Background: an optimization exercise with open tools, aiming at small area and a short achievable clock period. Do not read the settings as production practice. RTL that was checked went through simulation tests only; none was proved equivalent to the original. Function not checked in runs 3 to 8: the RTL went through the layout flow alone. No activity file was given, so power comes from the tool's default toggle rates.

$ cat constraint.sdc
create_clock -name core_clock -period 4.5 [get_ports {CLK}]
set_input_delay 0.9000 -clock core_clock [delete_from_list [all_inputs] [get_ports {CLK}]]
set_output_delay 0.9000 -clock core_clock [all_outputs]
set_load 0.01 [all_outputs]
$ cat design.v
package mem_pkg;
    typedef enum logic [1:0] {IDLE, WAIT, DONE} state_t;
    localparam int AW_DEF = 8;
    localparam int DW_DEF = 8;
    localparam logic RD = 1'b1;
    localparam logic WR = 1'b0;
endpackage
module mem_array (
    input  logic        CLK,
    input  logic        we,
    input  logic [15:0] hi,
    input  logic [15:0] lo,
    input  logic [7:0]  wdata,
    output logic [7:0]  rdata
);
    logic [7:0] mem [256];
    logic [7:0] row_q [16];
    always_ff @(posedge CLK)
        for (int w = 0; w < 256; w++)
            if (we && hi[w/16] && lo[w%16]) mem[w] <= wdata;
    always_ff @(posedge CLK)
        for (int h = 0; h < 16; h++) begin
            logic [7:0] row;
            row = '0;
            for (int l = 0; l < 16; l++)
                row = row | (mem[16*h+l] & {8{lo[l]}});
            row_q[h] <= row;
        end
    always_comb begin
        rdata = '0;
        for (int h = 0; h < 16; h++)
            rdata = rdata | (row_q[h] & {8{hi[h]}});
    end
endmodule
module mem_responder (
    input  logic       CLK,
    input  logic       RST_N,
    input  logic [7:0] bus_in,
    input  logic       MAR_in,
    input  logic       MBR_in,
    input  logic       MBR_out,
    input  logic       WMFC,
    input  logic       rnw,
    output logic [7:0] bus_out,
    output logic       bus_oe,
    output logic       MFC,
    output logic       busy
);
    logic [15:0] mar_hi, mar_lo;    
    logic [7:0]  mbr;
    logic [1:0]  cnt;
    logic        op;
    logic        busy_q, done_q;
    logic        wstb, rstb;       
    logic [7:0]  rdata;
    mem_array u_mem (
        .CLK   (CLK),
        .we    (wstb),
        .hi    (mar_hi),
        .lo    (mar_lo),
        .wdata (mbr),
        .rdata (rdata)
    );
    function automatic logic [15:0] onehot4(input logic [3:0] v);
        onehot4 = 16'd1 << v;
    endfunction
    always_ff @(posedge CLK or negedge RST_N) begin
        if (!RST_N) begin
            busy_q <= 1'b0;
            done_q <= 1'b0;
            mar_hi <= 16'd1;
            mar_lo <= 16'd1;
            mbr    <= '0;
            cnt    <= '0;
            op     <= 1'b0;
            wstb   <= 1'b0;
            rstb   <= 1'b0;
        end else if (!busy_q) begin
            if (MAR_in) begin
                mar_hi <= onehot4(bus_in[7:4]);
                mar_lo <= onehot4(bus_in[3:0]);
            end
            if (MBR_in) mbr <= bus_in;
            if (WMFC) begin
                op     <= rnw;
                cnt    <= 2'd2;
                busy_q <= 1'b1;
            end
        end else if (!done_q) begin
            if (cnt != 2'd0) begin
                cnt <= cnt - 2'd1;
                if (cnt == 2'd1) begin
                    wstb <= (op == mem_pkg::WR);
                    rstb <= (op == mem_pkg::RD);
                end
            end else begin
                if (rstb) mbr <= rdata;
                wstb   <= 1'b0;
                rstb   <= 1'b0;
                done_q <= 1'b1;
            end
        end else if (!WMFC) begin
            busy_q <= 1'b0;
            done_q <= 1'b0;
        end
    end
    assign MFC     = done_q;
    assign busy    = busy_q;
    assign bus_out = mbr;
    assign bus_oe  = MBR_out;
endmodule
$ cat run.sh
#!/bin/bash
# synth_recipe.tcl (not shown) runs the flow's synth.tcl, then flattens the netlist and writes it again
# the make line also repeats each setting of config.mk as NAME=value (left out here)
make -C /OpenROAD-flow-scripts/flow DESIGN_CONFIG=/design/flow/config.mk WORK_HOME=/design/flow/orfs CLKGATE_MAP_FILE= SYNTH_SCRIPT=/design/flow/synth_recipe.tcl finish
$ cat config.mk
export PLATFORM = sky130hd
export DESIGN_NAME = mem_responder
export DESIGN_NICKNAME = mem_responder
export VERILOG_FILES = /design/flow/design.v
export SDC_FILE = /design/flow/constraint.sdc
export NUM_CORES = 4
export LEC_CHECK = 0
export CAP_MARGIN = 20
export CORE_MARGIN = 2
export CORE_UTILIZATION = 60
export CTS_CLUSTER_DIAMETER = 100
export CTS_CLUSTER_SIZE = 30
export SETUP_SLACK_MARGIN = 2.1
export SLEW_MARGIN = 20
==> results.cfg, run 1 <==
[power_and_ir_drop]
power_density_nw_per_um2 = 545.9
combPwrFrac = 0.194
switching_share = 0.3046
p_sw_mw = 14.07
sequentialPowerShare = 0.596
power_leakage_nw = 26.81
worst_ir_drop_vdd_uv = 786.3
internal-power_mw = 32.12
clkPwrFrac = 0.210

[placed_design]
portBuffers = 23
dpl.hpwl_um = 119200
gp_congestion = 0.8975

[sta]
setup_viol = 0
period_share = 0.5524
hold_ws_ns = 0.1581
period_needed_ns = 2.486
max_freq_mhz = 402.3
rsz0062_at_grt = yes
hold_viol = 0
maxSlewViolCount = 0
max-slew-margin-rel = 0.1562
skew_ns = 0.03054
tightest_slew_ns = 1.266
finalSetupTns_ns = 0

[worst_setup_path]
rr_endpoint = mbr[5]
ff2ff_setup_slack_ns = 2.01
worstPathArrival_ns = 3.11
critPathMaxFanout = 16
crit_type = flop to flop
regToRegStartpoint = mar_hi[8]
ff2ff_path_depth = 5
required_ns = 5.12
end_kind = flop
crit_start = mar_hi[8]
start_kind = flop

[synth]
synth_common_cells = 2,048 x edfxtp_1, 528 x a22o_1, 512 x a221oi_1
yosys.area.top_type_share = 0.7749
yosys.cell_types.count = 37
synthCells = 4191
syn-cell-area_sq_um = 79360
avgSynthCellArea_sq_um = 18.94
yosysMostFrequentCell = edfxtp_1
ys_top_cells_by_area = edfxtp_1 77%, a22o_1 5.8%, a221oi_1 5.7%
yosys.area.top_type = edfxtp_1
ys.flop_type = edfxtp_1
async_flop_share = 0.02114
yosys_warnings = 4
ys_seq_area_frac = 0.8221
synth_enable_flop_cells = 2048
synthesis.nets = 4208
ys_ff_latch = 2223

[grt]
grt_antenna_before_repair = 25
grt_pass1_wl_um = 310300
grtUsageTotal = 0.3212
grt_pass1_vias = 41600
grt_start_max_net_pins = 158
overflow = 0

[die]
dieArea_sq_um = 135200
rows = 133
die_y_um = 367.7
fp.dieW_um = 367.7
core_area_sq_um = 131300
io-pin-count = 26
initial_core_util = 0.6044

[finish]
seqCellArea_sq_um = 65340
syn2layout_area_growth_pct = 6.610
n_fill_cell = 8858
fin_util = 0.6444
layout-drive-gt1-share = 0.06414
final_nets = 4110
multi_input_area_sq_um = 12830

[routing]
vias_per_cell = 7.376
first_pass_iters = 8
wl_per_cell_um = 37.53
drtAntennaViolNets = 0
drc_errors = 0
vias = 43690
wl_um = 222300
drtIter0Drc = 6829

[clock_tree]
numCtsBuffers = 84
root_buffer = clkbuf_16
tritoncts = built
cts_buffer_depth = 3
clkLatencyLatePin_ns = 0.75
cts_sinks = 2223
htreeDepth = 3
path_clk_slew_ns = 0.12
holdBufCountCts = 0

[status]
status = complete, no violations

[run]
maxCapViolations = 0

[hold_path]
hp-class = input port to asynchronous set/reset pin
==> how the worst max path moves through the flow <==
stage	to	slack (ns)	cells after the start
after CTS	bus_out[4]	1.94	1
after detailed placement	mbr[7]	1.57	5
after global routing	bus_out[3]	2.03	1
after floorplan	bus_out[0]	2.27	0
after global placement	mbr[2]	1.58	5
final	mbr[5]	2.01	5
==> cells by family after synthesis <==
family / after synthesis / share of synthesized area
and+or+nand+nor: 495 / 0.03672
adders and majority gates: 2 / 0.0003153
buffers and inverters: 333 / 0.01671
muxes: 1 / 0.0001419
AOI/OAI and AO/OA: 1137 / 0.1241
DFF: 2223 / 0.8221
==> critical path, stage by stage (launching register included) <==
cell and delay (ns):
dfrtp_1 0.59, buf_4 0.30, a222oi_1 0.86, o21ai_0 0.21, nor4_1 0.32, a211oi_2 0.08
==> layer usage <==
metal	up-vias	GRT usage	part of all wire
met3	388	0.06048	0.11
met4	32	0.09670	0.034
li1	17610	-	-
met1	23020	0.4817	0.40
met2	2644	0.4871	0.46
met5	-	0	0.0011
==> metrics by stage <==
step / power, mW / cell area, sq um / std cells / setup WS (ns)
after floorplan: 31.36 / 79390 / 4191 / 2.271
after global routing: 47.35 / 84600 / 5918 / 2.028
after CTS: 46.03 / 84400 / 5908 / 1.935
final: 46.19 / 84610 / 5923 / 2.014
after detailed placement: 36.02 / 81420 / 5720 / 1.566
after global placement: 35.77 / 81420 / 5720 / 1.579
==> flip-flops by register name (all words and copies together), names as in the netlist <==
signal	cells
wstb	1
mar_lo	16
busy_q	1
mar_hi	16
cnt	2
rstb	1
mbr	8
u_mem.mem	2048
done_q	1
u_mem.row_q	128
op	1
==> area by class of cell <==
cell class / instances / share of cell area
Tap cell: 1755 / 0.02595
Timing Repair Buffer: 144 / 0.02059
Sequential cell: 2223 / 0.7722
Clock buffer: 149 / 0.02823
Clock inverter: 7 / 0.001006
Antenna cell: 5 / 0.0001479
Multi-Input combinational cell: 1635 / 0.1517
Inverter: 5 / 0.0002218
==> cells in the final DEF, fill, tap and decap left out, types with 2 or more instances in the layout <==
master / n
nor4_1: 8
a221oi_2: 4
edfxtp_1: 2048
nor2b_1: 5
dfxtp_1: 128
buf_4: 73
nand2_1: 47
dfrtp_1: 20
clkbuf_16: 86
diode_2: 5
inv_6: 4
clkdlybuf4s50_1: 12
a31oi_1: 2
buf_8: 4
clkbuf_1: 63
buf_12: 35
a21oi_1: 3
buf_16: 6
nand4_1: 136
a22oi_1: 48
and3_1: 254
a22o_1: 528
nor3_1: 5
dfrtp_4: 24
nand2b_1: 5
a221oi_1: 508
nand3_1: 2
inv_1: 5
nor2_1: 25
buf_6: 11
o31ai_1: 7
o21ai_0: 18
ha_1: 2
and3_2: 2
a222oi_1: 8
a211oi_2: 8
==> power groups by stage <==
| stage | registers, mW | logic [mW] | clock network (mW) |
|---|---|---|---|
| final | 27.5 | 8.95 | 9.69 |
| after global routing | 27.6 | 9.37 | 10.4 |
| after CTS | 27.6 | 8.72 | 9.75 |
| after detailed placement | 28.5 | 7.54 | 0 |
| after global placement | 28.4 | 7.32 | 0 |
| after floorplan | 28.4 | 2.93 | 0 |
==> timing repair <==
| action | 4_1_cts | 5_1_grt |
|---|---|---|
| pin swaps | 0 | 1 |
| gates resized for setup | 43 | 10 |
| gates cloned | 0 | 0 |
| setup endpoints to repair | 629 | 88 |
| setup buffers | 32 | 10 |
| hold endpoints to repair | 0 | 0 |
==> run 2, diff against run 1 <==
--- a/config.mk
+++ b/config.mk
@@ -10,5 +10,5 @@
 export CORE_UTILIZATION = 60
-export CTS_CLUSTER_DIAMETER = 100
+export CTS_CLUSTER_DIAMETER = 60
 export CTS_CLUSTER_SIZE = 30
-export SETUP_SLACK_MARGIN = 2.1
+export SETUP_SLACK_MARGIN = 2.4
 export SLEW_MARGIN = 20
==> run 2 against run 1 <==
Compared with the run above: utilization is 2.7 points higher; wire length up 4.5%; still clean on timing, DRC and antenna; critical endpoint is now bus_out[3]; combinational power increased by 9.3%; synthesized cell count is the same; count of clock-buffer cells in the layout rose by 18.
==> results.cfg, run 2 <==
[worst_setup_path]
regToRegStartpoint = mar_lo[0]
ff2ff_path_depth = 4
critPathMaxFanout = 2
cpMaxStageDelayCell = dfrtp_4
slowest_delay_ns = 0.58
rr_endpoint = u_mem.row_q[4][2]
end_kind = primary output
path_buf_inv = 1
path_cells = buf_6
path_delay_family = flip-flops
worstPathArrival_ns = 1.54
ff2ff_setup_slack_ns = 2.34
required_ns = 3.60
start_kind = flop
crit_type = flop to primary output

[grt]
grt_antenna_before_repair = 14
grtUsageTotal = 0.3417
grt_start_max_net_pins = 158
grt_pass1_wl_um = 326300
overflow = 0
grt_pass1_vias = 42910

[sta]
tightest_slew_ns = 0.9697
fin_ws_ns = 2.062
rsz0062_at_grt = yes
skew_ns = 0.02800
setup_viol = 0
finalSetupTns_ns = 0
period_needed_ns = 2.438
period_share = 0.5418
hold_viol = 0
max-slew-margin-rel = 0.3535
maxSlewViolCount = 0
max_freq_mhz = 410.2

[hold_path]
hp-class = input port to asynchronous set/reset pin

[die]
rows = 133
die_y_um = 367.7
fp.dieW_um = 367.7
core_area_sq_um = 131300
dieArea_sq_um = 135200
initial_core_util = 0.6044
io-pin-count = 26

[finish]
largest_registers = u_mem.mem (2048), u_mem.row_q (128)
diodes = 0
seqCellArea_sq_um = 65340
final_common_cell = edfxtp_1
largest-register = u_mem.mem
multi_input_area_sq_um = 13160
syn2layout_area_growth_pct = 11.07
final_nets = 4228
largest_reg_flops = 2048
n_fill_cell = 8468
most-common-layout-cells = 2,048 x edfxtp_1, 528 x a22o_1, 480 x a221oi_1
layout-drive-gt1-share = 0.1294

[routing]
vias = 44840
wl_met1_um = 90850
drtIter0Drc = 7211
wl_met2_um = 106500
top_layer_used = met5
drtAntennaViolNets = 0
first_pass_iters = 6
wl_per_cell_um = 38.22
wl_um = 232200
vias_per_cell = 7.382
drc_errors = 0
met3WireLength_um = 26000

[power_and_ir_drop]
worst_ir_drop_vdd_uv = 657.0
power_density_nw_per_um2 = 577.2
power_leakage_nw = 28.45

[synth]
yosys.area.top_type_share = 0.7749
yosys_warnings = 4
yosys.area.top_type = edfxtp_1
ys.flop_type = edfxtp_1
yosysMostFrequentCell = edfxtp_1
synthCells = 4191
yosys.cell_types.count = 37
async_flop_share = 0.02114
ys_top_cells_by_area = edfxtp_1 77%, a22o_1 5.8%, a221oi_1 5.7%
synth_enable_flop_cells = 2048
ys_ff_latch = 2223
ys_seq_area_frac = 0.8221
synth_common_cells = 2,048 x edfxtp_1, 528 x a22o_1, 512 x a221oi_1
syn-cell-area_sq_um = 79360
avgSynthCellArea_sq_um = 18.94
synthesis.nets = 4208

[status]
status = complete, no violations

[clock_tree]
clkLatencyLatePin_ns = 0.79
numCtsBuffers = 142
holdBufCountCts = 0
root_buffer = clkbuf_16
path_clk_slew_ns = 0.08
cts_buffer_depth = 3
tritoncts = built
cts_sinks = 2223
htreeDepth = 4

[run]
maxCapViolations = 0

[placed_design]
dpl.hpwl_um = 119200
place_ws_ns = 1.566
portBuffers = 23
gp_congestion = 0.8975
## run 2: cell counts after synthesis
No cell type changed its count.
## run 2: kinds of logic (layout without fill, tap and decap cells)
logic type / after synthesis / in the layout / synth area share
compound gates: 1137 / 1137 / 0.1241
fa+ha+maj: 2 / 2 / 0.0003153
buf+inv: 333 / 462 / 0.01671
flops: 2223 / 2223 / 0.8221
mux: 1 / 1 / 0.0001419
simple gates: 495 / 495 / 0.03672
## run 2: layer usage
layer,GRT usage,vias to the layer above
li1,-,17960
met3,0.06596,430
met4,0.1181,16
met2,0.5183,2990
met1,0.5045,23450
met5,0,-
## run 2: cell type report
class	count	share of cell area
inverters	5	0.0002129
clock inverters	86	0.009581
well taps	1755	0.02491
flip-flops and latches	2223	0.7413
repair buffers	204	0.03114
multi-input cells	1635	0.1492
clock buffers	167	0.04362
## run 2: where the power goes
group | leakage, nW | switching [mW] | internal [mW]
Clock | 2.29 | 7.09 | 6.61
Sequential | 20.0 | 1.08 | 26.3
Combinational | 6.20 | 7.35 | 2.42
## run 2: worst max-delay path by stage
stage / startpoint / to / slack [ns] / cells past startpoint
after floorplan: mbr[0] / bus_out[0] / 2.27 / 0
after global placement: MBR_in / mbr[2] / 1.58 / 5
after detailed placement: MBR_in / mbr[7] / 1.57 / 5
after CTS: mbr[3] / bus_out[3] / 2.02 / 1
after global routing: mbr[1] / bus_out[1] / 2.04 / 1
final: mbr[3] / bus_out[3] / 2.06 / 1
## run 2: what timing repair did
item / 4_1_cts / 5_1_grt
endpoints found under the setup margin: 2187 / 553
gates cloned: 3 / 1
resized for setup: 125 / 61
setup buffers: 95 / 3
pin swaps: 7 / 4
## run 2: worst register-to-register path, cell delays in order (launching register included)
cell	delay, ns
dfstp_4	0.61
buf_16	0.24
a22o_1	0.57
a221oi_1	0.45
nand4_1	0.15
## run 2: metrics by stage
| step | instances | cell area, sq um | power (mW) | hold WS (ns) | utilization |
|---|---|---|---|---|---|
| CTS | 6071 | 87830 | 50.65 | 0.3331 | 0.6689 |
| finish | 6075 | 88150 | 50.88 | 0.1362 | 0.6713 |
| global route | 6075 | 88150 | 52.04 | 0.1646 | 0.6713 |
| detailed placement | 5720 | 81420 | 36.02 | 0.4598 | 0.6201 |
| floorplan | 4191 | 79390 | 31.36 | 0.4433 | - |
| global placement | 5720 | 81420 | 35.77 | 0.4554 | 0.6201 |
==> run 3, diff against run 2 <==
--- a/design.v
+++ b/design.v
@@ -16,3 +16,2 @@
     logic [7:0] mem [256];
-    logic [7:0] row_q [16];
     always_ff @(posedge CLK)
@@ -20,3 +19,4 @@
             if (we && hi[w/16] && lo[w%16]) mem[w] <= wdata;
-    always_ff @(posedge CLK)
+    always_comb begin
+        rdata = '0;
         for (int h = 0; h < 16; h++) begin
@@ -26,8 +26,4 @@
                 row = row | (mem[16*h+l] & {8{lo[l]}});
-            row_q[h] <= row;
+            rdata = rdata | (row & {8{hi[h]}});
         end
-    always_comb begin
-        rdata = '0;
-        for (int h = 0; h < 16; h++)
-            rdata = rdata | (row_q[h] & {8{hi[h]}});
     end
@@ -53,7 +49,8 @@
     logic        busy_q, done_q;
-    logic        wstb, rstb;       
     logic [7:0]  rdata;
+    logic        fire;
+    assign fire = busy_q && !done_q && (cnt == 2'd0);
     mem_array u_mem (
         .CLK   (CLK),
-        .we    (wstb),
+        .we    (fire && (op == mem_pkg::WR)),
         .hi    (mar_hi),
@@ -75,4 +72,2 @@
             op     <= 1'b0;
-            wstb   <= 1'b0;
-            rstb   <= 1'b0;
         end else if (!busy_q) begin
@@ -91,10 +86,4 @@
                 cnt <= cnt - 2'd1;
-                if (cnt == 2'd1) begin
-                    wstb <= (op == mem_pkg::WR);
-                    rstb <= (op == mem_pkg::RD);
-                end
             end else begin
-                if (rstb) mbr <= rdata;
-                wstb   <= 1'b0;
-                rstb   <= 1'b0;
+                if (op == mem_pkg::RD) mbr <= rdata;
                 done_q <= 1'b1;
--- a/config.mk
+++ b/config.mk
@@ -9,6 +9,3 @@
 export CORE_MARGIN = 2
-export CORE_UTILIZATION = 60
-export CTS_CLUSTER_DIAMETER = 60
-export CTS_CLUSTER_SIZE = 30
-export SETUP_SLACK_MARGIN = 2.4
+export CORE_UTILIZATION = 40
 export SLEW_MARGIN = 20
==> run 3 against run 2 <==
Compared with the run above: still clean; final area shrank 1.0%; first-iteration DRC count shrank 16%; final cell count grew 12%; utilization shrank 22 points; synthesized cell count shrank 2.4%; count of clock-buffer cells in the layout grew 96; clock power grew 27%; register-to-register slack lost 1.7 ns; global-route usage shrank 13 points; clock skew grew 0.054 ns; highest routed layer unchanged.
==> results.cfg, run 3 <==
[status]
status = complete, no violations

[synth]
synthCells = 4090
ys_ff_latch = 2093
yosys.area.top_type = edfxtp_1
yosys_warnings = 3
async_flop_share = 0.02150
syn-cell-area_sq_um = 77160
yosys.area.top_type_share = 0.7970
yosys.cell_types.count = 46
ys_top_cells_by_area = edfxtp_1 80%, a22o_1 4.9%, a221oi_1 4.5%
yosysMostFrequentCell = edfxtp_1
avgSynthCellArea_sq_um = 18.87
synth_enable_flop_cells = 2048
ys.flop_type = edfxtp_1
synth_common_cells = 2,048 x edfxtp_1, 436 x a22o_1, 400 x a221oi_1
ys_seq_area_frac = 0.8117
synthesis.nets = 4106

[clock_tree]
holdBufCountCts = 0
path_clk_slew_ns = 0.06
cts_sinks = 2093
cts_buffer_depth = 3
clkLatencyLatePin_ns = 0.87
htreeDepth = 4
cts_resized = 0
root_buffer = clkbuf_16
postCtsSetupBuffers = 0
numCtsBuffers = 206
tritoncts = built

[routing]
first_pass_iters = 6
drtAntennaViolNets = 0
vias_per_cell = 6.227
drc_errors = 0
wl_um = 213500
drtIter0Drc = 6051
wl_per_cell_um = 31.25
vias = 42550

[sta]
rsz0062_at_grt = no
setup_viol = 0
hold_viol = 0
period_needed_ns = 3.865
max_freq_mhz = 258.7
finalSetupTns_ns = 0
maxSlewViolCount = 0
period_share = 0.8589
max-slew-margin-rel = 0.1963
skew_ns = 0.08217
tightest_slew_ns = 1.205

[finish]
largest_registers = u_mem.mem (2048), mar_hi (16), mar_lo (16)
final_common_cell = edfxtp_1
largest_reg_flops = 2048
final_nets = 4140
syn2layout_area_growth_pct = 13.09
layout-drive-gt1-share = 0.1134
most-common-layout-cells = 2,048 x edfxtp_1, 436 x a22o_1, 400 x a221oi_1
stdcell_area_sq_um = 87260
largest-register = u_mem.mem
stdcell_count = 6832

[placed_design]
placed_area_sq_um = 80290
dp_cells = 6440
dpl.hpwl_um = 126100
gp_congestion = 0.8560
portBuffers = 23

[power_and_ir_drop]
power_leakage_nw = 27.79
power_density_nw_per_um2 = 576.9
power_mw = 50.34
worst_ir_drop_vdd_uv = 619.1

[grt]
grt_pass1_wl_um = 305700
grtUsageTotal = 0.2119
overflow = 0
grt_start_max_net_pins = 177
grt_antenna_before_repair = 6
grt_pass1_vias = 40790

[die]
die_y_um = 443.2
io-pin-count = 26
core_area_sq_um = 192200
dieArea_sq_um = 196400
fp.dieW_um = 443.2
initial_core_util = 0.4015
rows = 161

[worst_setup_path]
crit_type = flop to flop
critPathMaxFanout = 49
start_kind = flop
end_kind = flop
ff2ff_path_depth = 8
worstPathArrival_ns = 4.61
required_ns = 5.25

[hold_path]
hp-class = input port to asynchronous set/reset pin

[run]
maxCapViolations = 0
==> run 3: layout make-up <==
cell class | instances | area [sq um]
Timing Repair Buffer | 150 | 1582
Multi-Input combinational cell | 1666 | 12850
Fill cell | 16190 | 104900
Antenna cell | 1 | 2.502
Tap cell | 2526 | 3161
Clock inverter | 126 | 1341
Clock buffer | 263 | 5573
Inverter | 7 | 26.28
Sequential cell | 2093 | 62720
==> run 3: logic make-up after synthesis <==
family,count (synthesis),share of synthesized area
buf+inv,331,0.02194
compound gates,1159,0.1275
fa+ha+maj,1,0.0001621
flops,2093,0.8117
xor+xnor,1,0.0001135
mux,1,0.0001459
simple gates,504,0.03848
==> run 3: final timing paths <==
path | from | endpoint | slack, ns
max | mar_lo[1] | mbr[0] | 0.64
min | RST_N | cnt[0] | 0.14
max reg2reg | mar_lo[1] | mbr[0] | 0.64
min reg2reg | cnt[1] | cnt[1] | 0.56
max in group asynchronous | RST_N | mar_lo[4] | 3.78
min in group core_clock | cnt[1] | cnt[1] | 0.56
==> run 3: layer usage <==
layer / wire, um / vias to the layer above / GRT usage
li1: - / 17650 / -
met1: 88660 / 22430 / 0.2999
met2: 101800 / 2122 / 0.3375
met3: 16470 / 340 / 0.03345
met4: 6535 / 4 / 0.06636
met5: 14 / - / 0
==> run 3: report_power, final <==
| group | internal (mW) | switching [mW] |
|---|---|---|
| Clock | 9.91 | 7.48 |
| Combinational | 1.90 | 5.92 |
| Sequential | 24.1 | 1.04 |
| Total | 35.9 | 14.4 |
==> run 3: stage by stage <==
stage | hold WS (ns) | utilization | setup WS [ns]
after floorplan | 0.5047 | - | 0.3569
after global placement | 0.5324 | 0.4177 | 0.7826
after detailed placement | 0.5490 | 0.4178 | 0.7858
after CTS | 0.1090 | 0.4537 | 0.7627
after global routing | 0.1565 | 0.4540 | 0.7419
final | 0.1403 | 0.4541 | 0.6350
==> run 3: worst max-delay path, cell delays in order (launching register included) <==
cell and delay, ns:
dfrtp_4 0.65, buf_12 0.24, buf_4 0.26, a22o_1 0.21
a221oi_1 0.42, nand4_1 0.31, a222oi_1 1.11, and4_1 0.36
a21oi_1 0.08
==> run 4, diff against run 3 <==
--- a/config.mk
+++ b/config.mk
@@ -9,3 +9,4 @@
 export CORE_MARGIN = 2
-export CORE_UTILIZATION = 40
+export CORE_UTILIZATION = 60
+export SETUP_SLACK_MARGIN = 2.0
 export SLEW_MARGIN = 20
==> run 4 against run 3 <==
Compared with the run above: maximum frequency increased by 17%; clock skew decreased by 0.054 ns; sequential share of layout area decreased by 1.4 points; power increased by 1.7%; critical endpoint is now mbr[3]; combinational power increased by 36%; final area increased by 2.1%; via count increased by 7.3%; wire length increased by 15%; largest power group unchanged; largest cell class unchanged; still clean on timing, DRC and antenna; count of clock-buffer cells in the layout decreased by 1.
==> results.cfg, run 4 <==
[worst_setup_path]
path_delay_family = compound AO/OA/AOI/OAI gates
cpMaxStageDelayCell = a222oi_1
slowest_delay_ns = 1.13
start_kind = flop
required_ns = 5.21
path_buf_inv = 1
end_kind = flop
critPathMaxFanout = 54
path_cells = buf_12 -> a22o_1 -> a221oi_1 -> nand4_1 -> a222oi_1 -> nand4_1 -> o21a_1
worst_path_most_repeated_cell = nand4_1
crit_type = flop to flop
worstPathArrival_ns = 4.01

[placed_design]
dp_cells = 5588
dpl.hpwl_um = 126900
portBuffers = 23
gp_congestion = 0.8783

[clock_tree]
path_clk_slew_ns = 0.06
root_buffer = clkbuf_16
cts_buffer_depth = 3
tritoncts = built
htreeDepth = 4
clkLatencyLatePin_ns = 0.84
holdBufCountCts = 0
numCtsBuffers = 202
cts_sinks = 2093

[synth]
syn-cell-area_sq_um = 77160
ys_seq_area_frac = 0.8117
ys_top_cells_by_area = edfxtp_1 80%, a22o_1 4.9%, a221oi_1 4.5%
avgSynthCellArea_sq_um = 18.87
ys_ff_latch = 2093
yosysMostFrequentCell = edfxtp_1
synth_enable_flop_cells = 2048
yosys.area.top_type_share = 0.7970
synthesis.nets = 4106
yosys.area.top_type = edfxtp_1
synth_common_cells = 2,048 x edfxtp_1, 436 x a22o_1, 400 x a221oi_1
async_flop_share = 0.02150
ys.flop_type = edfxtp_1
yosys_warnings = 3
synthCells = 4090
yosys.cell_types.count = 46

[sta]
maxSlewViolCount = 0
skew_ns = 0.02833
setup_viol = 0
tightest_slew_ns = 1.294
hold_viol = 0
period_needed_ns = 3.299
period_share = 0.7331
max_freq_mhz = 303.1
finalSetupTns_ns = 0
max-slew-margin-rel = 0.1281
rsz0062_at_grt = yes
hold_ws_ns = 0.1827

[die]
fp.dieW_um = 362.6
core_area_sq_um = 127500
dieArea_sq_um = 131500
die_y_um = 362.6
rows = 131
initial_core_util = 0.6051
io-pin-count = 26

[finish]
final_nets = 4316
syn2layout_area_growth_pct = 15.41
largest-register = u_mem.mem
most-common-layout-cells = 2,048 x edfxtp_1, 434 x a22o_1, 324 x a221oi_1
largest_reg_flops = 2048
stdcell_count = 6129
largest_registers = u_mem.mem (2048), mar_hi (16), mar_lo (16)
final_common_cell = edfxtp_1
layout-drive-gt1-share = 0.2059

[hold_path]
hp-class = input port to asynchronous set/reset pin

[routing]
drtAntennaViolNets = 0
first_pass_iters = 8
vias = 45640
wl_um = 246000
drc_errors = 0
wl_per_cell_um = 40.13
vias_per_cell = 7.446
drtIter0Drc = 7881

[grt]
grt_start_max_net_pins = 153
grtUsageTotal = 0.3704
grt_pass1_vias = 43280
grt_antenna_before_repair = 26
overflow = 0
grt_pass1_wl_um = 336600

[power_and_ir_drop]
internal-power_mw = 35.89
p_sw_mw = 15.32
power_leakage_nw = 28.87
sequentialPowerShare = 0.478
worst_ir_drop_vdd_uv = 872.0
switching_share = 0.2992
power_density_nw_per_um2 = 575.1
combPwrFrac = 0.207
clkPwrFrac = 0.315

[run]
maxCapViolations = 0

[status]
status = complete, no violations
-- run 4: changes by cell type in the layout (fill, tap and decap cells not counted), moves of 18 or more --
cell / delta
a22oi_2: +18
and3_2: +160
and3_1: -169
buf_6: +29
a221oi_2: +69
buf_4: +79
buf_12: +44
a221oi_1: -76
a22oi_1: -18
-- run 4: cell type report --
cell class	instances	area (sq um)
flip-flops and latches	2093	62720
fillers	7872	38470
multi-input cells	1666	13910
clock buffers	262	5418
repair buffers	330	4088
well taps	1662	2079
clock inverters	101	784.5
inverters	7	26.28
diodes	8	20.02
-- run 4: per-stage QoR --
| stage | setup slack [ns] | area [sq um] | util | total power [mW] |
|---|---|---|---|---|
| after floorplan | 2.271 | 77190 | - | 28.79 |
| after global placement | 0.2331 | 79220 | 0.6213 | 33.02 |
| after detailed placement | 0.6735 | 79270 | 0.6216 | 33.21 |
| after CTS | 1.469 | 88110 | 0.6910 | 50.63 |
| after global routing | 1.285 | 89030 | 0.6982 | 52.21 |
| final | 1.201 | 89050 | 0.6983 | 51.21 |
-- run 4: path summary, 6_finish.rpt --
kind / startpoint / endpoint / slack, ns / cells after the start
hold reg to reg: mar_hi[3] / mar_hi[3] / 0.49 / 2
max in group asynchronous: RST_N / mbr[4] / 3.65 / 2
setup reg to reg: mar_lo[15] / mbr[3] / 1.20 / 7
hold / removal: RST_N / op / 0.18 / 2
min in group core_clock: mar_hi[3] / mar_hi[3] / 0.49 / 2
setup / recovery: mar_lo[15] / mbr[3] / 1.20 / 7
-- run 4: kinds of logic (layout without fill, tap and decap cells) --
kind of cell	after synthesis	after routing	synth area share
compound gates	1159	1159	0.1275
xor+xnor	1	1	0.0001135
fa+ha+maj	1	1	0.0001621
buf+inv	331	700	0.02194
flops	2093	2093	0.8117
mux	1	1	0.0001459
other cells	0	8	0
simple gates	504	504	0.03848
-- run 4: metal layers --
metal | GRT usage | routed length, um | up-vias
li1 | - | - | 18040
met1 | 0.5161 | 89440 | 23620
met2 | 0.5518 | 111400 | 3414
met3 | 0.1131 | 33260 | 539
met4 | 0.1493 | 11330 | 28
met5 | 0.007029 | 517 | -
-- run 4: worst register-to-register path, stage by stage, from the launching register on --
cell and delay [ns]:
dfrtp_4 0.56, buf_12 0.22, a22o_1 0.30, a221oi_1 0.24, nand4_1 0.26, a222oi_1 1.13, nand4_1 0.21, o21a_1 0.27
-- run 4: power groups by stage --
stage	Clock (mW)	Combinational (mW)	Sequential, mW
after floorplan	0	2.91	25.9
after global placement	0	7.48	25.5
after detailed placement	0	7.64	25.6
after CTS	16.2	9.94	24.5
after global routing	16.9	10.8	24.5
final	16.1	10.6	24.5
-- run 4: timing repair --
item	CTS	global route
setup buffers	131	27
cloned	7	4
pin swaps	58	51
endpoints found under the hold margin	0	0
gates resized for setup	281	125
endpoints found under the setup margin	2139	459
==> run 5, diff against run 4 <==
--- a/config.mk
+++ b/config.mk
@@ -10,2 +10,4 @@
 export CORE_UTILIZATION = 60
+export CTS_BUF_LIST = sky130_fd_sc_hd__clkbuf_8 sky130_fd_sc_hd__clkbuf_4
+export CTS_CLUSTER_SIZE = 30
 export SETUP_SLACK_MARGIN = 2.0
==> run 5 against run 4 <==
Compared with the run above: first-iteration DRC count down 1.4%; sequential power about the same; combinational power about the same; critical endpoint unchanged; largest power group unchanged.
==> results.cfg, run 5 <==
[status]
status = complete, no violations

[power_and_ir_drop]
power_density_nw_per_um2 = 568.8
power_leakage_nw = 29.33
worst_ir_drop_vdd_uv = 830.4
power_mw = 50.90

[run]
maxCapViolations = 0

[sta]
rsz0062_at_grt = yes
hold_viol = 0
fin_ws_ns = 1.243
maxSlewViolCount = 0
finalSetupTns_ns = 0
period_needed_ns = 3.257
max_freq_mhz = 307.1
period_share = 0.7237
tightest_slew_ns = 1.311
skew_ns = 0.04766
setup_viol = 0
max-slew-margin-rel = 0.1263

[finish]
final_common_cell = edfxtp_1
stdcell_count = 6362
largest_reg_flops = 2048
largest-register = u_mem.mem
most-common-layout-cells = 2,048 x edfxtp_1, 432 x a22o_1, 352 x clkbuf_8
syn2layout_area_growth_pct = 15.99
fin_util = 0.7018
layout-drive-gt1-share = 0.2573
largest_registers = u_mem.mem (2048), mar_hi (16), mar_lo (16)
final_nets = 4471

[die]
fp.dieW_um = 362.6
io-pin-count = 26
dieArea_sq_um = 131500
rows = 131
die_y_um = 362.6
core_area_sq_um = 127500
initial_core_util = 0.6051

[clock_tree]
numCtsBuffers = 337
clkLatencyLatePin_ns = 1.02
root_buffer = clkbuf_8
path_clk_slew_ns = 0.06
cts_sinks = 2093
htreeDepth = 5
tritoncts = built
cts_buffer_depth = 4

[placed_design]
gp_congestion = 0.8783
dp_cells = 5588
place_ws_ns = 0.6735
portBuffers = 23
dpl.hpwl_um = 126900

[worst_setup_path]
required_ns = 5.40
critPathMaxFanout = 53
crit_type = flop to flop
start_kind = flop
ff2ff_setup_slack_ns = 1.24
worstPathArrival_ns = 4.15
end_kind = flop

[synth]
synthCells = 4090
synth_enable_flop_cells = 2048
ys_ff_latch = 2093
synthesis.nets = 4106
yosysMostFrequentCell = edfxtp_1
yosys.cell_types.count = 46
yosys.area.top_type = edfxtp_1
ys_seq_area_frac = 0.8117
async_flop_share = 0.02150
syn-cell-area_sq_um = 77160
yosys.area.top_type_share = 0.7970
synth_common_cells = 2,048 x edfxtp_1, 436 x a22o_1, 400 x a221oi_1
ys.flop_type = edfxtp_1
avgSynthCellArea_sq_um = 18.87
ys_top_cells_by_area = edfxtp_1 80%, a22o_1 4.9%, a221oi_1 4.5%
yosys_warnings = 3

[routing]
drc_errors = 0
first_pass_iters = 6
vias = 46540
drtIter0Drc = 7769
wl_per_cell_um = 39.17
vias_per_cell = 7.316
drtAntennaViolNets = 0
wl_um = 249200

[hold_path]
hp-class = flop to flop

[grt]
grt_pass1_wl_um = 342700
grt_antenna_before_repair = 24
grt_pass1_vias = 44560
overflow = 0
grt_start_max_net_pins = 153
grtUsageTotal = 0.3759
run 5: worst paths after layout:
path / from / to / cells past startpoint
min in group asynchronous: RST_N / op / 3
worst min-delay path: mar_hi[3] / mar_hi[3] / 2
max in group asynchronous: RST_N / mbr[2] / 3
worst min register to register: mar_hi[3] / mar_hi[3] / 2
worst max-delay path: mar_lo[7] / mbr[3] / 7
worst max register to register: mar_lo[7] / mbr[3] / 7
run 5: report_power, final:
part           switching [mW]  internal (mW)  leakage (nW)
sequential              0.460           24.1          18.8
clock                    7.25           8.51          3.38
combinational            7.82           2.77          7.20
total                    15.5           35.4          29.3
run 5: kinds of logic (layout without fill, tap and decap cells):
group | after synthesis | count (layout) | synth area share
mux | 1 | 1 | 0.0001459
fa+ha+maj | 1 | 1 | 0.0001621
flops | 2093 | 2093 | 0.8117
compound gates | 1159 | 1159 | 0.1275
xor+xnor | 1 | 1 | 0.0001135
buf+inv | 331 | 935 | 0.02194
simple gates | 504 | 504 | 0.03848
other cells | 0 | 6 | 0
run 5: timing repair:
item	CTS	global route
setup endpoints to repair	2145	1126
hold buffers	1	0
resized for setup	276	190
gates cloned	10	4
pin swaps	56	52
hold endpoints to repair	5	0
setup buffers	136	39
run 5: final cells by class:
class	instances	area, sq um
sequential	2093	62720
fill	7942	38020
multi-input combinational	1666	14070
clock buffer	478	5784
timing repair buffer	350	4243
tap	1662	2079
clock inverter	100	558.0
inverter	7	26.28
antenna	6	15.01
run 5: worst max-delay path: stages, from the launching register on:
cell and delay (ns):
dfrtp_4 0.57, buf_12 0.22, a22o_1 0.28, a221oi_2 0.23
nand4_1 0.27, a222oi_1 1.01, nand4_1 0.22, o21a_1 0.27
run 5: metrics by stage:
stage / hold slack (ns) / cell area [sq um]
2_1_floorplan: 0.5047 / 77190
3_3_place_gp: 0.4689 / 79220
5_1_grt: 0.4661 / 89490
6_report: 0.4852 / 89500
4_1_cts: 0.4463 / 88470
3_5_place_dp: 0.4730 / 79270
run 5: routing by layer:
metal,vias up,global-route usage,wire [um]
met3,571,0.1056,33500
met4,24,0.1642,11730
met2,3557,0.5558,112700
met5,-,0,154
li1,18380,-,-
met1,24010,0.5295,91090
==> run 6, diff against run 5 <==
--- a/design.v
+++ b/design.v
@@ -16,2 +16,3 @@
     logic [7:0] mem [256];
+    logic [7:0] grp_q [4];
     always_ff @(posedge CLK)
@@ -19,12 +20,16 @@
             if (we && hi[w/16] && lo[w%16]) mem[w] <= wdata;
-    always_comb begin
-        rdata = '0;
-        for (int h = 0; h < 16; h++) begin
-            logic [7:0] row;
-            row = '0;
-            for (int l = 0; l < 16; l++)
-                row = row | (mem[16*h+l] & {8{lo[l]}});
-            rdata = rdata | (row & {8{hi[h]}});
+    always_ff @(posedge CLK)
+        for (int g = 0; g < 4; g++) begin
+            logic [7:0] acc;
+            acc = '0;
+            for (int h = 4*g; h < 4*g+4; h++) begin
+                logic [7:0] row;
+                row = '0;
+                for (int l = 0; l < 16; l++)
+                    row = row | (mem[16*h+l] & {8{lo[l]}});
+                acc = acc | (row & {8{hi[h]}});
+            end
+            grp_q[g] <= acc;
         end
-    end
+    assign rdata = grp_q[0] | grp_q[1] | grp_q[2] | grp_q[3];
 endmodule
--- a/config.mk
+++ b/config.mk
@@ -10,4 +10,2 @@
 export CORE_UTILIZATION = 60
-export CTS_BUF_LIST = sky130_fd_sc_hd__clkbuf_8 sky130_fd_sc_hd__clkbuf_4
-export CTS_CLUSTER_SIZE = 30
 export SETUP_SLACK_MARGIN = 2.0
==> run 6 against run 5 <==
Compared with the run above: die area rose by 0.77%; synthesized cell count rose by 2.4%; clock skew fell by 0.019 ns; sequential power rose by 2%; sequential share of layout area rose by 1.9 points; maximum frequency rose by 25%; non-clock buffer count fell by 153; wire length fell by 11%; hold slack got worse by 0.28 ns; count of clock-buffer cells in the layout fell by 218; utilization fell by 1.9 points; register-to-register slack improved by 0.77 ns; largest cell class unchanged.
==> results.cfg, run 6 <==
[synth]
ys_seq_area_frac = 0.8136
yosysMostFrequentCell = edfxtp_1
yosys.area.top_type = edfxtp_1
ys_ff_latch = 2125
avgSynthCellArea_sq_um = 18.56
ys_top_cells_by_area = edfxtp_1 79%, a22o_1 4.1%, a221oi_1 3.9%
synthCells = 4190
async_flop_share = 0.02118
synth_common_cells = 2,048 x edfxtp_1, 367 x a22o_1, 352 x a22oi_1
syn-cell-area_sq_um = 77760
yosys.cell_types.count = 38
synthesis.nets = 4206
synth_enable_flop_cells = 2048
ys.flop_type = edfxtp_1
yosys.area.top_type_share = 0.7909
yosys_warnings = 4

[clock_tree]
holdBufCountCts = 0
path_clk_slew_ns = 0.06
numCtsBuffers = 200
root_buffer = clkbuf_16
cts_buffer_depth = 3
tritoncts = built
clkLatencyLatePin_ns = 0.82
cts_sinks = 2125
htreeDepth = 4

[finish]
most-common-layout-cells = 2,048 x edfxtp_1, 367 x a22o_1, 339 x a22oi_1
stdcell_count = 6171
final_nets = 4278
largest_registers = u_mem.mem (2048), u_mem.grp_q (32)
final_common_cell = edfxtp_1
largest-register = u_mem.mem
fin_util = 0.6828
syn2layout_area_growth_pct = 13.26
layout-drive-gt1-share = 0.1734
largest_reg_flops = 2048

[power_and_ir_drop]
power_mw = 50.93
power_density_nw_per_um2 = 578.3
power_leakage_nw = 28.73
worst_ir_drop_vdd_uv = 1205

[grt]
grt_pass1_vias = 42070
grt_start_max_net_pins = 194
grtUsageTotal = 0.3331
grt_pass1_wl_um = 309400
overflow = 0
grt_antenna_before_repair = 21

[sta]
skew_ns = 0.02894
max-slew-margin-rel = 0.1722
maxSlewViolCount = 0
max_freq_mhz = 384.0
period_needed_ns = 2.604
period_share = 0.5787
hold_viol = 0
setup_viol = 0
finalSetupTns_ns = 0
rsz0062_at_grt = yes
tightest_slew_ns = 1.242

[die]
dieArea_sq_um = 132500
rows = 132
io-pin-count = 26
initial_core_util = 0.6029
core_area_sq_um = 129000
die_y_um = 364.0
fp.dieW_um = 364.0

[routing]
vias = 43860
drtIter0Drc = 6453
vias_per_cell = 7.107
drc_errors = 0
wl_um = 222400
wl_per_cell_um = 36.04
drtAntennaViolNets = 0
first_pass_iters = 6

[worst_setup_path]
start_kind = flop
path_cells = clkdlybuf4s15_1
slowest_delay_ns = 0.52
path_delay_family = flip-flops
worstPathArrival_ns = 1.70
cpMaxStageDelayCell = dfrtp_4
required_ns = 3.60
end_kind = primary output
crit_type = flop to primary output
path_buf_inv = 1
critPathMaxFanout = 2

[placed_design]
dpl.hpwl_um = 112400
dp_cells = 5709
gp_congestion = 0.8722
portBuffers = 23

[hold_path]
hp-class = input port to asynchronous set/reset pin

[run]
maxCapViolations = 0

[status]
status = complete, no violations
-- run 6: changes by cell type after synthesis, sizes merged, moves of 31 or more --
cell    previous run  this run
dfxtp              0        32
nand4            127        96
o21ai             13        89
nand3              6       132
a22o             436       367
a22oi            224       352
a221oi           414       352
-- run 6: layout make-up --
type / count / area (sq um)
well taps: 1742 / 2180
inverters: 5 / 18.77
clock inverters: 108 / 1142
flip-flops and latches: 2125 / 63360
diodes: 1 / 2.502
multi-input cells: 1733 / 13340
repair buffers: 197 / 2554
clock buffers: 260 / 5469
fillers: 8203 / 40920
-- run 6: what timing repair did --
| item | CTS | global route |
|---|---|---|
| gates resized for setup | 119 | 201 |
| pin swaps | 5 | 2 |
| setup endpoints to repair | 2174 | 1424 |
| setup buffers | 69 | 18 |
| cloned | 4 | 1 |
-- run 6: report_power, final --
group / internal (mW) / switching [mW] / leakage, nW
Clock: 9.91 / 7.04 / 3.23
Combinational: 2.23 / 6.74 / 6.06
Sequential: 24.3 / 0.695 / 19.4
Total: 36.5 / 14.5 / 28.7
-- run 6: path summary, 6_finish.rpt --
kind	cells after the start	slack, ns	start	endpoint
max	1	1.90	mbr[6]	bus_out[6]
min	2	0.21	RST_N	mar_lo[15]
max reg2reg	5	2.01	mar_lo[8]	u_mem.grp_q[2][4]
min reg2reg	1	0.54	mar_hi[12]	mar_hi[12]
max in group asynchronous	2	3.73	RST_N	mbr[5]
min in group core_clock	1	0.54	mar_hi[12]	mar_hi[12]
-- run 6: logic make-up (layout without fill, tap and decap cells) --
group,after synthesis,in the layout,share of synthesized area
DFF,2125,2125,0.8136
AOI/OAI and AO/OA,1176,1176,0.1231
and+or+nand+nor,553,555,0.04100
buffers and inverters,334,570,0.02203
adders and majority gates,1,1,0.0001609
xor gates and xnor gates,1,1,0.0001127
other,0,1,0
-- run 6: per-stage QoR --
stage / setup WS (ns) / area [sq um] / hold slack [ns]
floorplan: 2.271 / 77790 / 0.4854
global placement: 1.462 / 79400 / 0.5023
detailed placement: 1.423 / 79400 / 0.5136
CTS: 1.841 / 87470 / 0.1790
global route: 1.880 / 88070 / 0.2328
finish: 1.896 / 88070 / 0.2068
-- run 6: layer usage --
metal,part of all wire,track usage
met1,0.39,0.4852
met2,0.46,0.5092
met3,0.11,0.07732
met4,0.029,0.09926
met5,0.00048,0
==> run 7, diff against run 6 <==
--- a/design.v
+++ b/design.v
@@ -54,8 +54,7 @@
     logic        busy_q, done_q;
+    logic        wstb, rstb;       
     logic [7:0]  rdata;
-    logic        fire;
-    assign fire = busy_q && !done_q && (cnt == 2'd0);
     mem_array u_mem (
         .CLK   (CLK),
-        .we    (fire && (op == mem_pkg::WR)),
+        .we    (wstb),
         .hi    (mar_hi),
@@ -77,2 +76,4 @@
             op     <= 1'b0;
+            wstb   <= 1'b0;
+            rstb   <= 1'b0;
         end else if (!busy_q) begin
@@ -91,4 +92,10 @@
                 cnt <= cnt - 2'd1;
+                if (cnt == 2'd1) begin
+                    wstb <= (op == mem_pkg::WR);
+                    rstb <= (op == mem_pkg::RD);
+                end
             end else begin
-                if (op == mem_pkg::RD) mbr <= rdata;
+                if (rstb) mbr <= rdata;
+                wstb   <= 1'b0;
+                rstb   <= 1'b0;
                 done_q <= 1'b1;
--- a/config.mk
+++ b/config.mk
@@ -10,3 +10,5 @@
 export CORE_UTILIZATION = 60
-export SETUP_SLACK_MARGIN = 2.0
+export CTS_CLUSTER_DIAMETER = 60
+export CTS_CLUSTER_SIZE = 30
+export SETUP_SLACK_MARGIN = 2.4
 export SLEW_MARGIN = 20
==> run 7 against run 6 <==
Compared with the run above: critical endpoint is now bus_out[0]; die area barely moved; sequential share of layout area fell by 1.2 points; non-clock buffer count rose by 100; register-to-register slack improved by 0.09 ns; largest cell class unchanged; power fell by 3.3%.
==> results.cfg, run 7 <==
[synth]
synth_common_cells = 2,048 x edfxtp_1, 367 x a22o_1, 352 x a22oi_1
syn-cell-area_sq_um = 77840
synthesis.nets = 4211
yosysMostFrequentCell = edfxtp_1
yosys_warnings = 4
ys_ff_latch = 2127
yosys.area.top_type = edfxtp_1
synth_enable_flop_cells = 2048
ys_top_cells_by_area = edfxtp_1 79%, a22o_1 4.1%, a221oi_1 3.8%
yosys.cell_types.count = 37
yosys.area.top_type_share = 0.7901
ys.flop_type = edfxtp_1
async_flop_share = 0.02210
ys_seq_area_frac = 0.8135
synthCells = 4194
avgSynthCellArea_sq_um = 18.56

[routing]
drtIter0Drc = 7035
wl_per_cell_um = 37.40
drtAntennaViolNets = 0
vias = 44590
vias_per_cell = 7.228
first_pass_iters = 8
drc_errors = 0
wl_um = 230700

[power_and_ir_drop]
power_mw = 49.25
clkPwrFrac = 0.279
combPwrFrac = 0.211
power_density_nw_per_um2 = 549.4
power_leakage_nw = 29.45
switching_share = 0.3062
worst_ir_drop_vdd_uv = 772.0
sequentialPowerShare = 0.511
p_sw_mw = 15.08
internal-power_mw = 34.17

[run]
maxCapViolations = 0

[worst_setup_path]
cpMaxStageDelayCell = dfrtp_4
ff2ff_setup_slack_ns = 2.10
crit_type = flop to primary output
critPathMaxFanout = 2
required_ns = 3.60
start_kind = flop
path_buf_inv = 1
worstPathArrival_ns = 1.52
path_delay_family = flip-flops
ff2ff_path_depth = 8
slowest_delay_ns = 0.56
path_cells = buf_6
worst-path-stages = 1
end_kind = primary output

[clock_tree]
path_clk_slew_ns = 0.10
cts_sinks = 2127
numCtsBuffers = 141
htreeDepth = 4
holdBufCountCts = 0
tritoncts = built
root_buffer = clkbuf_16
clkLatencyLatePin_ns = 0.80
cts_buffer_depth = 3

[sta]
rsz0062_at_grt = yes
tightest_slew_ns = 1.148
hold_viol = 0
period_share = 0.5388
finalSetupTns_ns = 0
period_needed_ns = 2.425
setup_viol = 0
max_freq_mhz = 412.5
max-slew-margin-rel = 0.2347
maxSlewViolCount = 0
skew_ns = 0.03395

[die]
die_y_um = 364.2
initial_core_util = 0.6027
fp.dieW_um = 364.2
core_area_sq_um = 129200
io-pin-count = 26
dieArea_sq_um = 132600
rows = 132

[finish]
syn2layout_area_growth_pct = 15.18
fin_util = 0.6941
final_nets = 4324
most-common-layout-cells = 2,048 x edfxtp_1, 357 x a22o_1, 321 x a22oi_1
final_common_cell = edfxtp_1
largest_reg_flops = 2048
largest_registers = u_mem.mem (2048), u_mem.grp_q (32)
stdcell_count = 6168
largest-register = u_mem.mem
multi_input_area_sq_um = 14900
layout-drive-gt1-share = 0.1996
n_fill_cell = 8174
seqCellArea_sq_um = 63420

[placed_design]
portBuffers = 23
gp_congestion = 0.8283
dpl.hpwl_um = 110700
dp_cells = 5715

[grt]
overflow = 0
grt_antenna_before_repair = 19
met1_usage = 0.4775
grt_pass1_wl_um = 310000
met3_usage = 0.07158
grt_start_max_net_pins = 178
grt_pass1_vias = 42310
busiest_layer = met2
grtUsageTotal = 0.3329
met2_usage = 0.5162

[hold_path]
hp-class = input port to asynchronous set/reset pin

[status]
status = complete, no violations
run 7: changes by cell type in the layout (fill, tap and decap cells not counted), moves of 29 or more:
cell	change
a221oi_1	-199
a221oi_2	+180
and3_1	+191
and3_2	-191
buf_6	+41
clkbuf_1	-33
clkbuf_16	-49
o21ai_0	-29
run 7: worst paths after layout:
check,from,to
max reg2reg,mar_lo[0],u_mem.grp_q[2][0]
min in group core_clock,mar_hi[6],mar_hi[6]
max in group asynchronous,RST_N,mar_lo[8]
min reg2reg,mar_hi[6],mar_hi[6]
min,RST_N,cnt[1]
max,mbr[0],bus_out[0]
run 7: per-stage QoR:
step                      hold WS [ns]  setup slack, ns  instance area [sq um]
final                           0.1923            2.075                  89650
after global routing            0.2342            2.050                  89620
after CTS                       0.1753            2.046                  88160
after detailed placement        0.4754            1.348                  79450
after global placement          0.4854            1.369                  79420
after floorplan                 0.4646            2.271                  77870
run 7: what timing repair did:
action                     in CTS  in global routing
setup endpoints to repair    2210                415
pin swaps                      90                120
resized for setup             423                133
gates cloned                    7                 15
buffers inserted              127                 42
run 7: final cells by class:
class                      instances  share of cell area
sequential                      2127              0.7075
multi-input combinational       1732              0.1663
timing repair buffer             297             0.04780
clock buffer                     158             0.04124
tap                             1742             0.02431
clock inverter                    92             0.01227
inverter                           8           0.0003350
antenna                           12           0.0003350
run 7: metal layers:
metal / wire length [um] / part of all wire
met5: 46 / 0.00020
met4: 7661 / 0.033
met3: 25700 / 0.11
met2: 108700 / 0.47
met1: 88600 / 0.38
run 7: cell families (layout without fill, tap and decap cells):
logic type / after synthesis / after routing / share of synthesized area
multiplexers: 1 / 1 / 0.0001447
buffers and inverters: 335 / 555 / 0.02202
flip-flops: 2127 / 2127 / 0.8135
adder cells (fa/ha/maj): 2 / 2 / 0.0003214
AO/OA/AOI/OAI: 1179 / 1179 / 0.1232
AND/OR/NAND/NOR: 550 / 550 / 0.04078
other: 0 / 12 / 0
run 7: power by group through the flow:
stage          clock network (mW)  logic, mW  registers, mW
4_1_cts                      13.8       9.66           25.1
3_5_place_dp                    0       6.95           26.4
6_report                     13.7       10.4           25.1
5_1_grt                      14.5       10.7           25.1
3_3_place_gp                    0       6.70           26.4
2_1_floorplan                   0       2.94           26.4
==> run 8, diff against run 7 <==
==> design.v (replaced) <==
package mem_pkg;
    typedef enum logic [1:0] {IDLE, WAIT, DONE} state_t;
    localparam int AW_DEF = 8;
    localparam int DW_DEF = 8;
    localparam logic RD = 1'b1;
    localparam logic WR = 1'b0;
endpackage
module mem_array (
    input  logic        CLK,
    input  logic        we,
    input  logic [15:0] hi,
    input  logic [15:0] lo,
    input  logic [7:0]  wdata,
    output logic [7:0]  rdata
);
    logic [7:0] mem [256];
    logic [7:0] row_q [16];
    always_ff @(posedge CLK)
        for (int w = 0; w < 256; w++)
            if (we && hi[w/16] && lo[w%16]) mem[w] <= wdata;
    always_ff @(posedge CLK)
        for (int h = 0; h < 16; h++) begin
            logic [7:0] row;
            row = '0;
            for (int l = 0; l < 16; l++)
                row = row | (mem[16*h+l] & {8{lo[l]}});
            row_q[h] <= row;
        end
    always_comb begin
        rdata = '0;
        for (int h = 0; h < 16; h++)
            rdata = rdata | (row_q[h] & {8{hi[h]}});
    end
endmodule
module mem_responder (
    input  logic       CLK,
    input  logic       RST_N,
    input  logic [7:0] bus_in,
    input  logic       MAR_in,
    input  logic       MBR_in,
    input  logic       MBR_out,
    input  logic       WMFC,
    input  logic       rnw,
    output logic [7:0] bus_out,
    output logic       bus_oe,
    output logic       MFC,
    output logic       busy
);
    logic [15:0] mar_hi, mar_lo;    
    logic [7:0]  mbr_o, mbr_n;
    logic [1:0]  cnt;
    logic        op;
    logic        busy_o, idle_q;
    logic        mfc_o, ndone_q;
    logic        wstb, rstb;       
    logic [7:0]  rdata;
    logic        in_idle, in_wait, in_done;
    logic        go, fire, release_;
    assign in_idle  = idle_q;
    assign in_wait  = !idle_q && ndone_q;
    assign in_done  = !ndone_q;
    assign go       = in_idle && WMFC;           
    assign fire     = in_wait && (cnt == 2'd0);  
    assign release_ = in_done && !WMFC;          
    mem_array u_mem (
        .CLK   (CLK),
        .we    (wstb),
        .hi    (mar_hi),
        .lo    (mar_lo),
        .wdata (~mbr_n),
        .rdata (rdata)
    );
    function automatic logic [15:0] onehot4(input logic [3:0] v);
        onehot4 = 16'd1 << v;
    endfunction
    always_ff @(posedge CLK or negedge RST_N) begin
        if (!RST_N) begin
            busy_o  <= 1'b0;
            idle_q  <= 1'b1;
            mfc_o   <= 1'b0;
            ndone_q <= 1'b1;
            cnt     <= '0;
            op      <= 1'b0;
            wstb    <= 1'b0;
            rstb    <= 1'b0;
        end else begin
            if (go) begin
                op     <= rnw;
                cnt    <= 2'd2;
                busy_o <= 1'b1;
                idle_q <= 1'b0;
            end
            if (in_wait) begin
                if (cnt != 2'd0) cnt <= cnt - 2'd1;
                wstb <= (cnt == 2'd1) && (op == mem_pkg::WR);
                rstb <= (cnt == 2'd1) && (op == mem_pkg::RD);
            end
            if (fire) begin
                mfc_o   <= 1'b1;
                ndone_q <= 1'b0;
            end
            if (release_) begin
                busy_o  <= 1'b0;
                idle_q  <= 1'b1;
                mfc_o   <= 1'b0;
                ndone_q <= 1'b1;
            end
        end
    end
    always_ff @(posedge CLK or negedge RST_N) begin
        if (!RST_N) begin
            mar_hi <= 16'd1;
            mar_lo <= 16'd1;
        end else if (in_idle && MAR_in) begin
            mar_hi <= onehot4(bus_in[7:4]);
            mar_lo <= onehot4(bus_in[3:0]);
        end
    end
    always_ff @(posedge CLK or negedge RST_N) begin
        if (!RST_N) begin
            mbr_o <= '0;
            mbr_n <= '1;
        end else if (in_idle && MBR_in) begin
            mbr_o <= bus_in;
            mbr_n <= ~bus_in;
        end else if (rstb) begin
            mbr_o <= rdata;
            mbr_n <= ~rdata;
        end
    end
    assign MFC     = mfc_o;
    assign busy    = busy_o;
    assign bus_out = mbr_o;
    assign bus_oe  = MBR_out;
endmodule
--- a/config.mk
+++ b/config.mk
@@ -10,5 +10,5 @@
 export CORE_UTILIZATION = 60
-export CTS_CLUSTER_DIAMETER = 60
+export CTS_CLUSTER_DIAMETER = 100
 export CTS_CLUSTER_SIZE = 30
-export SETUP_SLACK_MARGIN = 2.4
+export SETUP_SLACK_MARGIN = 2.2
 export SLEW_MARGIN = 20
==> run 8 against run 7 <==
Compared with the run above: flip-flop and latch count is 106 higher; clock skew down 0.0015 ns; wire length down 3.5%; register-to-register slack improved by 0.02 ns; die area is 2.9% higher.
==> results.cfg, run 8 <==
[status]
status = complete, no violations

[power_and_ir_drop]
combPwrFrac = 0.188
power_density_nw_per_um2 = 534.0
sequentialPowerShare = 0.597
switching_share = 0.2977
internal-power_mw = 31.99
power_mw = 45.56
worst_ir_drop_vdd_uv = 776.8
clkPwrFrac = 0.215
power_leakage_nw = 26.93
p_sw_mw = 13.56

[worst_setup_path]
end_kind = flop
cpMaxStageDelayCell = dfrtp_4
crit_end = u_mem.row_q[3][3]
required_ns = 5.06
rr_endpoint = u_mem.row_q[3][3]
path_cells = buf_12 -> a22o_1 -> a221oi_1 -> nand4_1
start_kind = flop
ff2ff_setup_slack_ns = 2.12
critPathMaxFanout = 59
crit_type = flop to flop
regToRegStartpoint = mar_lo[4]
ff2ff_path_depth = 4
worstPathArrival_ns = 2.94
slowest_delay_ns = 0.73
crit_start = mar_lo[4]

[clock_tree]
htreeDepth = 3
clkLatencyLatePin_ns = 0.73
tritoncts = built
path_clk_slew_ns = 0.11
cts_buffer_depth = 3
holdBufCountCts = 0
root_buffer = clkbuf_16
numCtsBuffers = 84
cts_sinks = 2233

[synth]
yosys_warnings = 4
yosysMostFrequentCell = edfxtp_1
async_flop_share = 0.02553
ys_ff_latch = 2233
synth_enable_flop_cells = 2048
yosys.area.top_type_share = 0.7678
ys_seq_area_frac = 0.8177
yosys.cell_types.count = 40
ys.flop_type = edfxtp_1
synthCells = 4216
synthesis.nets = 4231
avgSynthCellArea_sq_um = 19.00
syn-cell-area_sq_um = 80100
yosys.area.top_type = edfxtp_1
ys_top_cells_by_area = edfxtp_1 77%, a22o_1 5.8%, a221oi_1 5.3%
synth_common_cells = 2,048 x edfxtp_1, 526 x a22o_1, 483 x a221oi_1

[grt]
grtUsageTotal = 0.3219
grt_antenna_before_repair = 10
grt_pass1_wl_um = 313100
met1_usage = 0.4802
busiest_layer = met2
overflow = 0
met3_usage = 0.05814
grt_pass1_vias = 41990
met2_usage = 0.4973
grt_start_max_net_pins = 167

[routing]
drtIter0Drc = 6599
first_pass_iters = 7
vias_per_cell = 7.368
wl_um = 222500
vias = 43880
drtAntennaViolNets = 0
drc_errors = 0
wl_per_cell_um = 37.37

[die]
die_y_um = 369.4
io-pin-count = 26
core_area_sq_um = 133000
initial_core_util = 0.6025
rows = 134
dieArea_sq_um = 136400
fp.dieW_um = 369.4

[sta]
hold_viol = 0
skew_ns = 0.03244
period_needed_ns = 2.381
maxSlewViolCount = 0
period_share = 0.5292
rsz0062_at_grt = yes
tightest_slew_ns = 1.187
max-slew-margin-rel = 0.2085
max_freq_mhz = 420.0
finalSetupTns_ns = 0
setup_viol = 0

[finish]
final_nets = 4132
largest-register = u_mem.mem
stdcell_count = 5955
layout-drive-gt1-share = 0.08031
largest_registers = u_mem.mem (2048), u_mem.row_q (128)
final_common_cell = edfxtp_1
most-common-layout-cells = 2,048 x edfxtp_1, 526 x a22o_1, 474 x a221oi_1
largest_reg_flops = 2048
syn2layout_area_growth_pct = 6.503
n_fill_cell = 9011

[placed_design]
dp_cells = 5774
dpl.hpwl_um = 121900
gp_congestion = 0.8709
portBuffers = 23

[run]
maxCapViolations = 0

[hold_path]
hp-class = input port to asynchronous set/reset pin
-- run 8: cell count changes in the layout (fill, tap and decap cells not counted), moves of 29 or more --
cell / before / now
buf_4: 104 / 60
nand3_1: 125 / 8
a221oi_2: 215 / 50
clkbuf_16: 159 / 89
clkbuf_1: 11 / 63
a22oi_2: 31 / 2
dfxtp_1: 32 / 128
a22oi_1: 321 / 38
a221oi_1: 117 / 474
a22o_1: 357 / 526
buf_6: 61 / 12
nand4_1: 96 / 128
-- run 8: layout make-up --
class	instances	area, sq um	area share
Clock buffer	152	2464	0.02888
Multi-Input combinational cell	1645	13160	0.1543
Inverter	10	67.56	0.0007920
Clock inverter	1	20.02	0.0002347
Sequential cell	2233	65580	0.7687
Timing Repair Buffer	140	1779	0.02086
Tap cell	1768	2212	0.02593
Antenna cell	3	7.507	0.00008800
Timing Repair inverter	3	17.52	0.0002053
-- run 8: kinds of logic (layout without fill, tap and decap cells) --
family | after synthesis | count (layout) | share of synthesized area
simple gates | 497 | 497 | 0.03696
compound gates | 1146 | 1146 | 0.1262
mux | 2 | 2 | 0.0002655
buf+inv | 338 | 306 | 0.01884
other cells | 0 | 3 | 0
flops | 2233 | 2233 | 0.8177
-- run 8: worst max-delay path: cells and delay by family, from the launching register on --
family          cells  cell delay, ns
compound gates      2            0.81
flops               1            0.73
buf+inv             1            0.28
simple gates        1            0.25
-- run 8: worst min path at each step --
stage / startpoint / endpoint / slack [ns] / cells after the start
2_1_floorplan: u_mem.mem[13][0] / u_mem.row_q[0][0] / 0.44 / 2
3_3_place_gp: u_mem.mem[30][5] / u_mem.row_q[1][5] / 0.46 / 2
3_5_place_dp: u_mem.mem[210][3] / u_mem.row_q[13][3] / 0.47 / 2
4_1_cts: RST_N / mar_lo[14] / 0.06 / 1
5_1_grt: RST_N / mar_lo[14] / 0.08 / 1
6_report: RST_N / mar_lo[4] / 0.10 / 1
-- run 8: what timing repair did --
item	CTS	global route
resized for setup	56	22
pin swaps	0	1
gates cloned	2	1
setup buffers	18	4
setup endpoints to repair	2210	288
-- run 8: power groups by stage --
stage	Sequential (mW)	Combinational, mW	Clock (mW)
after floorplan	27.2	4.33	0
after global placement	27.8	7.82	0
after detailed placement	27.7	8.02	0
after CTS	27.2	8.45	9.85
after global routing	27.2	9.01	10.5
final	27.2	8.58	9.77
-- run 8: metal layers --
layer	wire length [um]	share of wire
met4	6753	0.030
met2	103700	0.47
met5	80	0.00036
met3	22130	0.099
met1	89900	0.40
-- run 8: per-stage QoR --
| step | setup slack (ns) | hold slack, ns | area (sq um) | util |
|---|---|---|---|---|
| 2_1_floorplan | 1.527 | 0.4433 | 80130 | - |
| 3_3_place_gp | 1.870 | 0.4589 | 82240 | 0.6186 |
| 3_5_place_dp | 1.800 | 0.4695 | 82270 | 0.6188 |
| 4_1_cts | 2.043 | 0.06069 | 85140 | 0.6403 |
| 5_1_grt | 2.182 | 0.07941 | 85300 | 0.6416 |
| 6_report | 2.119 | 0.1023 | 85310 | 0.6417 |

port drivers added, routing unchanged:
In the flow no input, the clock included, has a driving cell. The finished layouts below were timed again as built, in two steps. Step 1 sets driving cells, clkbuf_16 on the clock port and buf_2 on the other inputs (assumed; they add their load-dependent delay and slew). Step 2 moves the port delays by t, midway between the first and last clock arrival at a register: inputs arrive t later, outputs are due t later. That takes back most of the time a late clock gives input paths. Slacks: no drivers / after step 1 / after step 2; pairs: no drivers / after step 1.
| run | t (ns) | setup WS [ns] | worst setup path at the end |
|---|---|---|---|
| run 1 | 0.818 | 2.014 / 2.002 / 1.634 | input to register |
| run 2 | 0.856 | 2.062 / 1.981 / 1.771 | input to register |
| run 3 | 0.915 | 0.635 / 0.635 / 0.635 | register to register |
| run 4 | 0.909 | 1.201 / 1.201 / 1.174 | input to register |
| run 5 | 1.081 | 1.243 / 1.243 / 1.243 | register to register |
| run 6 | 0.888 | 1.896 / 1.817 / 1.555 | input to register |
| run 7 | 0.869 | 2.075 / 1.992 / 1.810 | input to register |
| run 8 | 0.799 | 2.119 / 2.119 / 1.743 | input to register |
After both steps every run listed still meets setup and hold. For run 1, which loses most, drivers alone change the setup slack by -0.012 ns; drivers and shift together by -0.380 ns.
